Context: an optimization exercise on an open-source flow, tuned for small area and a short achievable clock period. The choices shown serve that exercise and are no tape-out recipe.
RTL that was checked went through simulation tests only; none was proved equivalent to the original.
Power and IR drop assume default switching activity.

==> module frame_sequencer, before the edit <==
module frame_sequencer (
	input  logic        clk,
	input  logic        rst_n,
	input  logic        start,
	input  logic        data_out_rd,
	input  logic [10:0] ip_total,
	output logic        ctrl_load,
	output logic        ctrl_busy,
	output logic        ctrl_advance,
	output logic        ctrl_pop,
	output logic [12:0] hdr_sel,
	output logic        pay_phase,
	output logic        sop,
	output logic        eop,
	output logic        data_out_rdy,
	output logic [1:0]  be_out
);
	logic        state;
	logic [8:0]  word_idx;
	logic [10:0] next_last_sum;
	logic        next_is_last;
	logic        tail_only;
	logic        last_r;
	logic        pop_ok;
	assign ctrl_load    = !state && start;
	assign ctrl_busy    = state;
	assign ctrl_advance = state && data_out_rd;
	assign next_last_sum = ip_total + 11'd9;
	assign next_is_last  = (word_idx == next_last_sum[10:2]);
	assign tail_only = (ip_total[1] == ip_total[0]);
	assign ctrl_pop = data_out_rd && pop_ok;
	always_ff @(posedge clk) begin
		if (ctrl_load) begin
			hdr_sel   <= 13'd1;
			pay_phase <= 1'b0;
			word_idx  <= '0;
		end else if (ctrl_advance) begin
			hdr_sel   <= {hdr_sel[11:0], 1'b0};
			pay_phase <= pay_phase | hdr_sel[12];
			word_idx  <= word_idx + 9'd1;
		end
	end
	always_ff @(posedge clk or negedge rst_n) begin
		if (!rst_n) begin
			state  <= 1'b0;
			last_r <= 1'b0;
			pop_ok <= 1'b0;
		end else if (ctrl_load) begin
			state  <= 1'b1;
			last_r <= 1'b0;
			pop_ok <= 1'b0;
		end else if (ctrl_advance) begin
			state  <= !last_r;
			last_r <= next_is_last;
			pop_ok <= !last_r && (pay_phase | hdr_sel[12]) && !(next_is_last && tail_only);
		end
	end
	assign sop          = state && hdr_sel[0];
	assign eop          = last_r;
	assign be_out       = last_r ? {~ip_total[1], ip_total[0]} : 2'b00;
	assign data_out_rdy = state;
endmodule
clock: 10.0 ns
lec_check: 0
cap_margin: 20
core_margin: 2
core_utilization: 50
place_density: 0.7
slew_margin: 20
synth_hierarchical: 1
standard.sh (not shown) runs the stock make flow with config.mk's settings and CLKGATE_MAP_FILE= SYNTH_SCRIPT=/design/flow/synth_recipe.tcl, a recipe that flattens the netlist after the stock synthesis.
==> flow/flow/run.sh <==
#!/bin/bash
set -euo pipefail
export BUFFER_PORTS_ARGS="-buffer_cell sky130_fd_sc_hd__buf_1"
export SETUP_SLACK_MARGIN=5.5
export CTS_ARGS="-sink_clustering_enable -repair_clock_nets -buf_list sky130_fd_sc_hd__clkbuf_16 -sink_clustering_size 25 -sink_clustering_max_diameter 100"
bash standard.sh > standard_flow.log 2>&1
Next try:
--- a/flow/design.v
+++ b/flow/design.v
@@ -28,11 +28,11 @@
 	assign ctrl_busy    = state;
 	assign ctrl_advance = state && data_out_rd;
 	assign next_last_sum = ip_total + 11'd9;
 	assign next_is_last  = (word_idx == next_last_sum[10:2]);
 	assign tail_only = (ip_total[1] == ip_total[0]);
-	assign ctrl_pop = data_out_rd && pop_ok;
+	assign ctrl_pop = ctrl_advance && pop_ok;
 	always_ff @(posedge clk) begin
 		if (ctrl_load) begin
 			hdr_sel   <= 13'd1;
 			pay_phase <= 1'b0;
 			word_idx  <= '0;
@@ -52,11 +52,11 @@
 			last_r <= 1'b0;
 			pop_ok <= 1'b0;
 		end else if (ctrl_advance) begin
 			state  <= !last_r;
 			last_r <= next_is_last;
-			pop_ok <= !last_r && (pay_phase | hdr_sel[12]) && !(next_is_last && tail_only);
+			pop_ok <= (pay_phase | hdr_sel[12]) && !(next_is_last && tail_only);
 		end
 	end
 	assign sop          = state && hdr_sel[0];
 	assign eop          = last_r;
 	assign be_out       = last_r ? {~ip_total[1], ip_total[0]} : 2'b00;
After rerunning: Setup slack is better by 17 ps. Clock-buffer cell count climbs by 1. Sequential share of layout area grows by 0.36 points. Total power increases by 0.71%. Cell count stays flat. Synthesized cell count is about the same. Die area stays flat. Cell area is lower by 0.58%. Combinational power climbs by about 2%. Wire length fell by 0.98%. Maximum frequency climbs by 0.38%. Sequential power barely changes. Core utilization went down by 0.34 points.

* * *

Another version of the RTL of frame_tx_top (not shown whole).
For scale: ~1,200 cells after synthesis, about 400 flip-flops, ~450 I/O pins, roughly 17,000 µm² of cells after synthesis.
Settings: LEC_CHECK=0, CAP_MARGIN=20, CORE_MARGIN=2, CORE_UTILIZATION=50, PLACE_DENSITY=0.7, SLEW_MARGIN=20, SYNTH_HIERARCHICAL=1; clock period 10.0 ns.
Scripts as last shown in full above: flow/flow/run.sh
Then changed:
--- a/flow/design.v
+++ b/flow/design.v
@@ -2,50 +2,57 @@
 `default_nettype none
 module frame_sequencer (
 	input  logic        clk,
 	input  logic        rst_n,
 	input  logic        start,
 	input  logic        data_out_rd,
 	input  logic [10:0] ip_total,
+	input  logic [8:0]  word_cnt,
 	output logic        ctrl_load,
 	output logic        ctrl_busy,
 	output logic        ctrl_advance,
 	output logic        ctrl_pop,
 	output logic [12:0] hdr_sel,
 	output logic        pay_phase,
 	output logic        sop,
 	output logic        eop,
 	output logic        data_out_rdy,
 	output logic [1:0]  be_out
 );
 	logic        state;
-	logic [8:0]  word_idx;
 	logic [10:0] next_last_sum;
 	logic        next_is_last;
 	logic        tail_only;
 	logic        last_r;
 	logic        pop_ok;
 	assign ctrl_load    = !state && start;
 	assign ctrl_busy    = state;
 	assign ctrl_advance = state && data_out_rd;
 	assign next_last_sum = ip_total + 11'd9;
-	assign next_is_last  = (word_idx == next_last_sum[10:2]);
+	assign next_is_last  = (pay_phase || hdr_sel[12]) && (word_cnt == next_last_sum[10:2]);
 	assign tail_only = (ip_total[1] == ip_total[0]);
 	assign ctrl_pop = data_out_rd && pop_ok;
+	logic [6:0] hdr_cnt;
 	always_ff @(posedge clk) begin
 		if (ctrl_load) begin
-			hdr_sel   <= 13'd1;
+			hdr_cnt   <= '0;
 			pay_phase <= 1'b0;
-			word_idx  <= '0;
-		end else if (ctrl_advance) begin
-			hdr_sel   <= {hdr_sel[11:0], 1'b0};
-			pay_phase <= pay_phase | hdr_sel[12];
-			word_idx  <= word_idx + 9'd1;
+		end else if (ctrl_advance && !pay_phase) begin
+			hdr_cnt   <= {hdr_cnt[5:0], ~hdr_cnt[6]};
+			pay_phase <= hdr_sel[12];
 		end
 	end
+	always_comb begin
+		hdr_sel[0] = !hdr_cnt[6] && !hdr_cnt[0];
+		for (int k = 1; k < 7; k++)
+			hdr_sel[k] = hdr_cnt[k-1] && !hdr_cnt[k];
+		hdr_sel[7] = hdr_cnt[6] && hdr_cnt[0];
+		for (int k = 1; k < 6; k++)
+			hdr_sel[7+k] = !hdr_cnt[k-1] && hdr_cnt[k];
+	end
 	always_ff @(posedge clk or negedge rst_n) begin
 		if (!rst_n) begin
 			state  <= 1'b0;
 			last_r <= 1'b0;
 			pop_ok <= 1'b0;
 		end else if (ctrl_load) begin
 			state  <= 1'b1;
@@ -85,14 +92,15 @@
 	input  logic [31:0] tcp_ack_num,
 	input  logic [5:0]  tcp_flags,
 	input  logic [15:0] tcp_window,
 	input  logic [15:0] payload_len,
 	input  logic [15:0] payload_sum,
 	input  logic [15:0] carry,
 	output logic [10:0] ip_total,
+	output logic [8:0]  word_cnt,
 	output logic [15:0] hdr_hi,
 	output logic [15:0] hdr_lo
 );
 	localparam logic [15:0] ETHERTYPE = 16'h0800;
 	localparam logic [7:0]  IP_PROTO  = 8'd6;
 	localparam logic [15:0] TCP_LEN_ADJ = 16'hFFFF - 16'(20 + 20)
 		+ 16'(20) + 16'(8'd6);
@@ -112,15 +120,14 @@
 	logic [31:0] tcp_seq_r;
 	logic [31:0] tcp_ack_r;
 	logic [5:0]  tcp_flags_r;
 	logic [15:0] tcp_window_r;
 	logic [15:0] tcp_acc;
 	always_ff @(posedge clk) begin
 		if (ctrl_load) begin
-			mac_dst_r    <= mac_dst_addr[31:0];
 			mac_src_r    <= mac_src_addr;
 			ip_dsf_r     <= ip_dsf;
 			ip_id_r      <= ip_id;
 			ip_flags_r   <= ip_flags;
 			ip_frag_r    <= ip_frag_offset;
 			ip_ttl_r     <= ip_ttl;
 			ip_src_r     <= ip_src_addr;
@@ -131,14 +138,23 @@
 			tcp_seq_r    <= tcp_seq_num;
 			tcp_ack_r    <= tcp_ack_num;
 			tcp_flags_r  <= tcp_flags;
 			tcp_window_r <= tcp_window;
 		end
 	end
 	assign ip_total = ip_total_r;
+	always_ff @(posedge clk) begin
+		if (ctrl_load)
+			mac_dst_r <= mac_dst_addr[31:0];
+		else if (ctrl_advance && hdr_sel[1])
+			mac_dst_r[8:0] <= 9'd2;
+		else if (ctrl_advance && !hdr_sel[0])
+			mac_dst_r[8:0] <= mac_dst_r[8:0] + 9'd1;
+	end
+	assign word_cnt = mac_dst_r[8:0];
 	logic [15:0] part_hi, part_lo;
 	always_comb begin
 		part_hi = ({16{hdr_sel[4]}}  & {5'd0, ip_total_r})
 		        | ({16{hdr_sel[5]}}  & {ip_flags_r, ip_frag_r})
 		        | ({16{hdr_sel[7]}}  & ip_src_r[15:0])
 		        | ({16{hdr_sel[8]}}  & ip_dst_r[15:0])
 		        | ({16{hdr_sel[9]}}  & tcp_dport_r)
@@ -299,23 +315,25 @@
 );
 	logic        ctrl_load;
 	logic        ctrl_advance;
 	logic        ctrl_pop;
 	logic [12:0] hdr_sel;
 	logic        pay_phase;
 	logic [10:0] ip_total;
+	logic [8:0]  word_cnt;
 	logic [15:0] hdr_hi;
 	logic [15:0] hdr_lo;
 	logic [15:0] carry;
 	frame_sequencer u_seq (
 		.clk          (clk),
 		.rst_n        (rst_n),
 		.start        (start),
 		.data_out_rd  (data_out_rd),
 		.ip_total     (ip_total),
+		.word_cnt     (word_cnt),
 		.ctrl_load    (ctrl_load),
 		.ctrl_busy    (busy),
 		.ctrl_advance (ctrl_advance),
 		.ctrl_pop     (ctrl_pop),
 		.hdr_sel      (hdr_sel),
 		.pay_phase    (pay_phase),
 		.sop          (sop),
@@ -344,14 +362,15 @@
 		.tcp_ack_num    (tcp_ack_num),
 		.tcp_flags      (tcp_flags),
 		.tcp_window     (tcp_window),
 		.payload_len    (payload_len),
 		.payload_sum    (payload_sum),
 		.carry          (carry),
 		.ip_total       (ip_total),
+		.word_cnt       (word_cnt),
 		.hdr_hi         (hdr_hi),
 		.hdr_lo         (hdr_lo)
 	);
 	payload_aligner u_align (
 		.clk            (clk),
 		.ctrl_load      (ctrl_load),
 		.ctrl_pop       (ctrl_pop),
After rerunning: Area after synthesis went down by 0.85%; clock skew rises by 4.9 ps; via count came out higher by 1.7%; core utilization is higher by 1.9 points; total power grows to 2.9 times its value.
For the second run of this note, only the layout was checked, not whether the RTL still works.

## afterwards: timing with drivers on the ports
Ports are ideal in the flow. The routed layouts listed here were re-timed in OpenROAD.
Step 1 sets driving cells, clkbuf_16 on the clock port and buf_2 on the other inputs (assumed; they add their load-dependent delay and slew).
Step 2 moves the port delays by t, midway between the first and last clock arrival at a register: inputs arrive t later, outputs are due t later. That takes back most of the time a late clock gives input paths.
a / b / c = no drivers / after step 1 / after step 2; a / b = the first two.
run | t (ns) | setup slack, ns | worst register clock-pin slew, ns
the first run of note 1 | 0.593 | 5.512 / 5.457 / 5.531 | 0.11 / 0.11
the second run of note 1 | 0.598 | 5.529 / 5.474 / 5.294 | 0.11 / 0.11
the first run of note 2 | 0.583 | 5.535 / 5.486 / 5.497 | 0.11 / 0.11
the second run of note 2 | 0.593 | 5.449 / 5.393 / 5.486 | 0.11 / 0.11
After both steps setup and hold are still met in every run listed. For the second run of note 1, which loses most, drivers alone change the setup slack by -0.055 ns; drivers and shift together by -0.235 ns.
